Context: an optimization exercise on an open-source flow, tuned for small area, a short achievable clock period and few clock cycles. The choices shown serve that exercise and are no tape-out recipe.
In this exercise RTL edits were held to simulation tests only and were not proved equivalent to the original.
Power is estimated from default activity; no workload was simulated.

File: design/flow/run.sh
#!/bin/bash
# synth_recipe.tcl (not shown) runs the flow's synth.tcl, then flattens the netlist and writes it again
# the make line also repeats each setting of config.mk as NAME=value (left out here)
make -C /OpenROAD-flow-scripts/flow DESIGN_CONFIG=/design/flow/config.mk WORK_HOME=/design/flow/orfs CLKGATE_MAP_FILE= SYNTH_SCRIPT=/design/flow/synth_recipe.tcl finish
File: design/flow/constraint.sdc
create_clock -name core_clock -period 7.0 [get_ports {clk}]
set_input_delay 1.4000 -clock core_clock [delete_from_list [all_inputs] [get_ports {clk}]]
set_output_delay 1.4000 -clock core_clock [all_outputs]
set_load 0.01 [all_outputs]
File: design/flow/config.mk
export PLATFORM = sky130hd
export DESIGN_NAME = life_top
export DESIGN_NICKNAME = life_top
export VERILOG_FILES = /design/flow/design.v
export SDC_FILE = /design/flow/constraint.sdc
export NUM_CORES = 4
export LEC_CHECK = 0
export CAP_MARGIN = 20
export CORE_MARGIN = 2
export CORE_UTILIZATION = 40
export SLEW_MARGIN = 20
File: design/flow/design.v
`timescale 1ns/1ps
module preset_rom (
    input  logic [2:0]             preset,
    input  logic [5-1:0] row,
    output logic [40-1:0]  pattern
);
    always_comb begin
        pattern = '0;
        case (preset)
            3'd1: begin
                case (row)
                    5'd0:    pattern = (40'(7'b1) << (40 - (1) - (1)));
                    5'd1:    pattern = (40'(7'b11) << (40 - (2) - (2)));
                    5'd2:    pattern = (40'(7'b11) << (40 - (1) - (2)));
                    default: pattern = '0;
                endcase
            end
            3'd2: begin
                case (row)
                    5'd13, 5'd17:        pattern = (40'(7'b10101) << (40 - (17) - (5)));
                    5'd14, 5'd15, 5'd16: pattern = (40'(7'b10001) << (40 - (17) - (5)));
                    default:             pattern = '0;
                endcase
            end
            3'd3: begin
                case (row)
                    5'd13, 5'd14: pattern = (40'(7'b11011) << (40 - (17) - (5)));
                    5'd15:        pattern = (40'(7'b01010) << (40 - (17) - (5)));
                    5'd16, 5'd17: pattern = (40'(7'b1010101) << (40 - (16) - (7)));
                    5'd18:        pattern = (40'(7'b1100011) << (40 - (16) - (7)));
                    default:      pattern = '0;
                endcase
            end
            default: pattern = '0;    
        endcase
    end
endmodule
`timescale 1ns/1ps
module life_row_rule (
    input  logic [40-1:0] above,
    input  logic [40-1:0] middle,
    input  logic [40-1:0] below,
    output logic [40-1:0] next
);
    logic [1:0] vsum [0:40+1];
    assign vsum[0]            = 2'd0;
    assign vsum[40+1] = 2'd0;
    for (genvar i = 0; i < 40; i++) begin : g_col
        assign vsum[i+1] = 2'(above[i]) + 2'(middle[i]) + 2'(below[i]);
    end
    for (genvar i = 0; i < 40; i++) begin : g_cell
        logic [3:0] s;
        assign s       = 4'(vsum[i]) + 4'(vsum[i+1]) + 4'(vsum[i+2]);
        assign next[i] = (s == 4'd3) || (middle[i] && s == 4'd4);
    end
endmodule
`timescale 1ns/1ps
module life_engine (
    input  logic                   clk,
    input  logic                   reset_n,
    input  logic                   preset_load,
    input  logic [2:0]             preset_sel,
    input  logic                   toggle,
    input  logic [6-1:0] cell_x,
    input  logic [5-1:0] cell_y,
    input  logic                   step,
    input  logic                   rd_en,
    input  logic [5-1:0] rd_row,
    output logic                   busy,
    output logic                   rd_valid,
    output logic [40-1:0]  rd_data
);
    localparam int C  = 40;
    localparam int R  = 30;
    localparam int K  = 6;       
    localparam int G  = R / K;                
    localparam int PW = (G > 4) ? 3 : (G > 2) ? 2 : 1;
    logic                   busy_q;
    logic                   op_pre, op_tgl, op_stp, op_rd;
    logic [PW-1:0]          cnt;               
    logic [PW-1:0]          ptr;               
    logic [2:0]             sel_q;
    logic [6-1:0] x_q;
    logic [5-1:0] y_q;               
    logic                   accept;
    assign accept = !busy_q && (preset_load || toggle || step || rd_en);
    assign busy   = busy_q;
    always_ff @(posedge clk) begin
        if (!busy_q) begin
            sel_q <= preset_sel;
            x_q   <= cell_x;
            y_q   <= toggle ? cell_y : rd_row;
        end
    end
    logic [PW-1:0] y_grp;
    always_comb begin
        y_grp = '0;
        for (int g = 0; g < G; g++)
            if (y_q >= 5'(g * K)) y_grp = PW'(g);
    end
    logic [PW-1:0] ptr_nx;
    assign ptr_nx = (ptr == PW'(G - 1)) ? '0 : ptr + 1'b1;
    logic grp_last;       
    logic tgl_here;       
    assign grp_last = (cnt == PW'(G - 1));
    assign tgl_here = (ptr == y_grp);
    always_ff @(posedge clk or negedge reset_n) begin
        if (!reset_n) begin
            busy_q   <= 1'b0;
            op_pre   <= 1'b0;
            op_tgl   <= 1'b0;
            op_stp   <= 1'b0;
            op_rd    <= 1'b0;
            cnt      <= '0;
            ptr      <= '0;
            rd_valid <= 1'b0;
        end else begin
            ptr      <= ptr_nx;
            rd_valid <= op_rd;
            if (accept) begin
                op_pre <= preset_load;
                op_tgl <= !preset_load && toggle;
                op_stp <= !preset_load && !toggle && step;
                op_rd  <= !preset_load && !toggle && !step && rd_en;
                cnt    <= '0;
                busy_q <= 1'b1;
            end else begin
                if (grp_last) begin
                    op_pre <= 1'b0;
                    op_stp <= 1'b0;
                end
                if (tgl_here) op_tgl <= 1'b0;
                op_rd  <= 1'b0;
                cnt    <= cnt + 1'b1;
                busy_q <= ((op_pre || op_stp) && (32'(cnt) + 2 < G)) ||
                          (op_tgl && !tgl_here && (ptr_nx != y_grp));
            end
        end
    end
    logic [R*C-1:0] grid;
    logic [C-1:0]   prev;      
    logic [C-1:0]   first;     
    logic [C-1:0] head [0:K-1];
    for (genvar j = 0; j < K; j++) begin : g_head
        assign head[j] = grid[j*C +: C];
    end
    logic [C-1:0] above, below;
    assign above = (ptr == '0) ? '0 : prev;
    assign below = (ptr == PW'(G - 1)) ? '0 :
                   (op_stp && grp_last) ? first : grid[K*C +: C];
    logic [C-1:0] col_hit;
    assign col_hit = C'(1) << (C - 1 - 32'(x_q));
    logic [K*C-1:0] eng_out;
    logic [C-1:0]   pass_last;
    for (genvar j = 0; j < K; j++) begin : g_row
        logic [C-1:0] up, dn, nxt, pat, pass, keep;
        logic         row_hit;
        assign up = (j == 0)     ? above : head[(j == 0) ? 0 : j - 1];
        assign dn = (j == K - 1) ? below : head[(j == K - 1) ? 0 : j + 1];
        life_row_rule u_rule (
            .above  (up),
            .middle (head[j]),
            .below  (dn),
            .next   (nxt)
        );
        preset_rom u_rom (
            .preset  (sel_q),
            .row     (5'(32'(ptr) * K + j)),
            .pattern (pat)
        );
        assign row_hit = op_tgl && (y_q == 5'(32'(ptr) * K + j));
        assign pass    = head[j] ^ (row_hit ? col_hit : '0);
        assign keep = op_pre ? pat : pass;
        assign eng_out[j*C +: C] = op_stp ? nxt : keep;
        if (j == K - 1) begin : g_last
            assign pass_last = (op_stp && !grp_last) ? head[j] : eng_out[j*C +: C];
        end
    end
    always_ff @(posedge clk) begin
        grid[(G-1)*K*C +: K*C] <= eng_out;
        for (int p = 0; p < G - 1; p++)
            grid[p*K*C +: K*C] <= grid[(p+1)*K*C +: K*C];
        prev <= pass_last;
        if (op_stp && cnt == '0) first <= head[0];
    end
    logic [R-1:0] rd_sel;
    logic [C-1:0] rd_word;
    always_comb begin
        for (int p = 0; p < G; p++)
            for (int j = 0; j < K; j++)
                rd_sel[p*K + j] = (y_q == 5'(((32'(ptr) + p) % G) * K + j));
    end
    always_comb begin
        rd_word = '0;
        for (int q = 0; q < R; q++)
            rd_word = rd_word | (grid[q*C +: C] & {C{rd_sel[q]}});
    end
    always_ff @(posedge clk) begin
        rd_data <= rd_word;
    end
endmodule
`timescale 1ns/1ps
module life_top (
    input  logic                   clk,
    input  logic                   reset_n,
    input  logic                   preset_load,
    input  logic [2:0]             preset_sel,
    input  logic                   toggle,
    input  logic [6-1:0] cell_x,
    input  logic [5-1:0] cell_y,
    input  logic                   step,
    input  logic                   rd_en,
    input  logic [5-1:0] rd_row,
    output logic                   busy,
    output logic                   rd_valid,
    output logic [40-1:0]  rd_data
);
    life_engine u_life_engine (
        .clk         (clk),
        .reset_n     (reset_n),
        .preset_load (preset_load),
        .preset_sel  (preset_sel),
        .toggle      (toggle),
        .cell_x      (cell_x),
        .cell_y      (cell_y),
        .step        (step),
        .rd_en       (rd_en),
        .rd_row      (rd_row),
        .busy        (busy),
        .rd_valid    (rd_valid),
        .rd_data     (rd_data)
    );
endmodule
==> summary.txt <==
==> metrics by stage <==
stage          worst slack (ns)  util [%]  area (sq um)  power [mW]  std cells
3_5_place_dp             0.1031     42.20         77090       18.76       9164
6_report                 0.3450     44.97         82160       27.01       9437
5_1_grt                 0.06387     44.97         82150       28.14       9433
2_1_floorplan             1.090         -         73320       15.09       6875
4_1_cts                 0.05141     44.96         82130       26.86       9433
3_3_place_gp             0.2510     42.19         77080       18.47       9163
==> layer usage <==
metal | part of all wire, % | up-vias | GRT usage, %
met5 | 0.012 | - | 0
met4 | 6.2 | 6 | 16.00
met3 | 8.9 | 622 | 5.242
met2 | 44 | 2825 | 44.42
met1 | 41 | 28140 | 38.90
li1 | - | 24010 | -
==> path summary, 6_finish.rpt <==
check                                         from                   endpoint  slack, ns  cells after the start
max                           u_life_engine.ptr[0]  u_life_engine.rd_data[26]       0.34                     21
min                        u_life_engine.grid[548]    u_life_engine.grid[308]       0.33                      0
max reg2reg                   u_life_engine.ptr[0]  u_life_engine.rd_data[26]       0.34                     21
min reg2reg                u_life_engine.grid[548]    u_life_engine.grid[308]       0.33                      0
max in group asynchronous                  reset_n       u_life_engine.op_stp       5.45                      1
min in group asynchronous                  reset_n       u_life_engine.busy_q       1.03                      1
==> final cells by class <==
| class | instances | area, sq um |
|---|---|---|
| multi-input cells | 4549 | 42180 |
| fillers | 16910 | 100500 |
| flip-flops and latches | 1346 | 27550 |
| well taps | 2385 | 2984 |
| clock buffers | 212 | 4320 |
| repair buffers | 196 | 1803 |
| diodes | 4 | 10.01 |
| clock inverters | 57 | 719.4 |
| inverters | 688 | 2592 |
==> timing repair <==
action	CTS	global route
resized for setup	0	3
setup endpoints to repair	0	27
hold endpoints to repair	0	0
setup buffers	0	0
==> power by group through the flow <==
stage | clock (mW) | combinational [mW] | sequential (mW)
floorplan | 0 | 5.72 | 9.37
global placement | 0 | 8.51 | 9.96
detailed placement | 0 | 8.82 | 9.95
CTS | 8.16 | 8.89 | 9.80
global route | 8.47 | 9.79 | 9.88
finish | 8.14 | 9.04 | 9.83
==> cells by family after synthesis <==
| kind of cell | after synthesis |
|---|---|
| xor gates and xnor gates | 306 |
| AOI/OAI and AO/OA | 1259 |
| buffers and inverters | 980 |
| and+or+nand+nor | 1464 |
| adders and majority gates | 1222 |
| muxes | 298 |
| DFF | 1346 |
==> sequential cells by signal, summed over array words and instances (netlist names) <==
name                    flops
u_life_engine.x_q           6
u_life_engine.sel_q         3
u_life_engine.op_rd         1
u_life_engine.grid       1200
u_life_engine.op_tgl        1
u_life_engine.op_pre        1
u_life_engine.rd_valid      1
u_life_engine.first        40
u_life_engine.ptr           3
u_life_engine.busy_q        1
u_life_engine.cnt           3
u_life_engine.rd_data      40
u_life_engine.y_q           5
u_life_engine.prev         40
u_life_engine.op_stp        1
==> cell usage after synthesis, types with 179 or more instances <==
library cell     n  area (sq um)
a31oi_1        247          1545
clkbuf_1       198         743.2
dfxtp_1       1280         25620
fa_1           708         14170
ha_1           513          6419
inv_1          685          2571
mux2i_1        179          1792
nand2_1        522          1959
nor2_1         362          1359
nor3_1         235          1176
o22ai_1        225          1408
xnor2_1        276          2417
==> results.py <==
metrics = {
    "pwr": {
        "p_leak_nw": 33.68,
        "power_frac_seq_pct": 36.4,
        "switching_share_pct": 38.54,
        "pwr-share-comb_pct": 33.5,
        "power_density_nw_per_um2": 328.7,
        "power.internal_mw": 16.60,
        "vdd_ir_drop_max_uv": 238.9,
        "p_clk_share_pct": 30.1,
        "switchingPower_mw": 10.41,
    },
    "clock_tree": {
        "clock_sinks": 1346,
        "insertion_delay_ns": 0.79,
        "htree_levels": 4,
        "cts_tree": "done",
        "root_buffer": "clkbuf_16",
        "holdBufCountCts": 0,
        "clk_pin_slew_ns": 0.06,
        "cts.path.max_buffers": 3,
        "cts_buffers": 147,
    },
    "global_routing": {
        "grt_pass1_wl_um": 393300,
        "grt_pass1_vias": 55800,
        "grt_max_degree": 154,
        "antenna_found_initial": 18,
        "globalRouteTotalUtil_pct": 29.05,
        "grt.overflow.total": 0,
    },
    "setup_path": {
        "crit_type": "reg -> reg",
        "slowest_delay_ns": 0.54,
        "crit_path_start_kind": "flop",
        "crit_arrival_ns": 7.30,
        "cpMostUsedCell": "ha_1",
        "path_cells": "clkinv_1, ha_1, ha_2, inv_1, ha_1, nand3_1, a2111oi_0, o21a_1, o21ai_0, xnor2_2, ha_1, fa_1, ha_1, nor4_1, a211oi_1, buf_4, nor2_2, a2bb2oi_4, buf_4, o211ai_1, or4_1",
        "critPathBufInv": 4,
        "end_kind": "flop",
        "crit_required_ns": 7.65,
        "critPathMaxFanout": 11,
        "critical_path.top_delay_family": "adder cells",
        "slowest_stage": "or4_1",
    },
    "floorplanning": {
        "die-height_um": 432.1,
        "io_pins": 67,
        "fp-row-count": 157,
        "die-area_sq_um": 186700,
        "coreArea_sq_um": 182700,
        "die_w_um": 432.1,
        "initial_core_util_pct": 40.13,
    },
    "timing": {
        "setup_viol": 0,
        "relSlewSlack_pct": 16.08,
        "max_freq_mhz": 150.3,
        "fin_crit_ns": 6.655,
        "fin_crit_sh_pct": 95.07,
        "hold_slack_ns": 0.3311,
        "finClkSkew_ns": 0.02540,
        "setup_tns_ns": 0,
        "tightest_slew_ns": 1.232,
        "hold_viol": 0,
        "maxSlewViolCount": 0,
        "rsz0062_at_grt": "no",
    },
    "cells_and_area": {
        "synthToLayoutAreaGrowth_pct": 12.06,
        "final_common_cell": "dfxtp_1",
        "layout_common_cells": "1280 x dfxtp_1, 708 x fa_1, 683 x inv_1",
        "nNetsFinal": 8174,
        "drive_gt1_share_pct": 7.832,
    },
    "synth": {
        "synth_simple_gate_area_share_pct": 9.081,
        "synth_top_family_by_area": "adder cells",
        "syn_inst": 6875,
        "synthArstFlopShare_pct": 0.8915,
        "synth_adder_area_share_pct": 28.10,
        "synth-xor-area-share_pct": 3.802,
        "synth_edf_count": 54,
        "syn_avg_cell_area_sq_um": 10.66,
        "yosys_most_used_dff": "dfxtp_1",
        "syn_area_sq_um": 73320,
        "synth-compound-area-share_pct": 11.98,
        "synth-seq-cells": 1346,
        "yosysWarnings": 6,
        "syn_nets": 8121,
        "synthMuxAreaShare_pct": 4.271,
        "yosysUniqueCellTypes": 96,
        "synth_seq_area_share_pct": 37.57,
    },
    "routing": {
        "ant_nets": 0,
        "drt-total-wl_um": 272400,
        "avgViaCountPerCell": 5.892,
        "wl_per_cell_um": 28.86,
        "first_pass_iters": 8,
        "drc": 0,
        "vias": 55600,
        "drt-initial-drc-count": 6878,
    },
    "place": {
        "io_buffers": 66,
        "routabilityCongestion": 0.9677,
        "dp_hpwl_um": 206500,
    },
    "status": {
        "status": "timing/DRC/antenna clean",
    },
    "min_path": {
        "hold_path.class": "reg -> reg",
    },
    "job": {
        "cap_viol_max_count": 0,
    },
}
Testbench counts, summed over its fixed seeds: cycles 4,551.

-- static timing again, ports no longer ideal --
How much do the figures lean on ideal ports? The routed layout below was timed once more, with nothing changed but the port constraints.
Step 1, drivers: a clkbuf_16 drives clk and a buf_2 each remaining input, both assumed.
Step 2 adds t to the input delays and takes it off the output delays; t is the mean of the earliest and latest rising clock arrival at the registers after step 1. Input paths then give back, and output paths get back, about the clock's delay inside the block.
a / b / c = ideal / step 1 / step 2; a / b = the first two.
t, ns: 0.872
slack for setup (ns): 0.345 / 0.345 / 0.345
hold WS [ns]: 0.331 / 0.331 / 0.331
After both steps setup and hold are still met in this run. For this run, drivers alone change the setup slack by 0.000 ns; drivers and shift together by 0.000 ns.
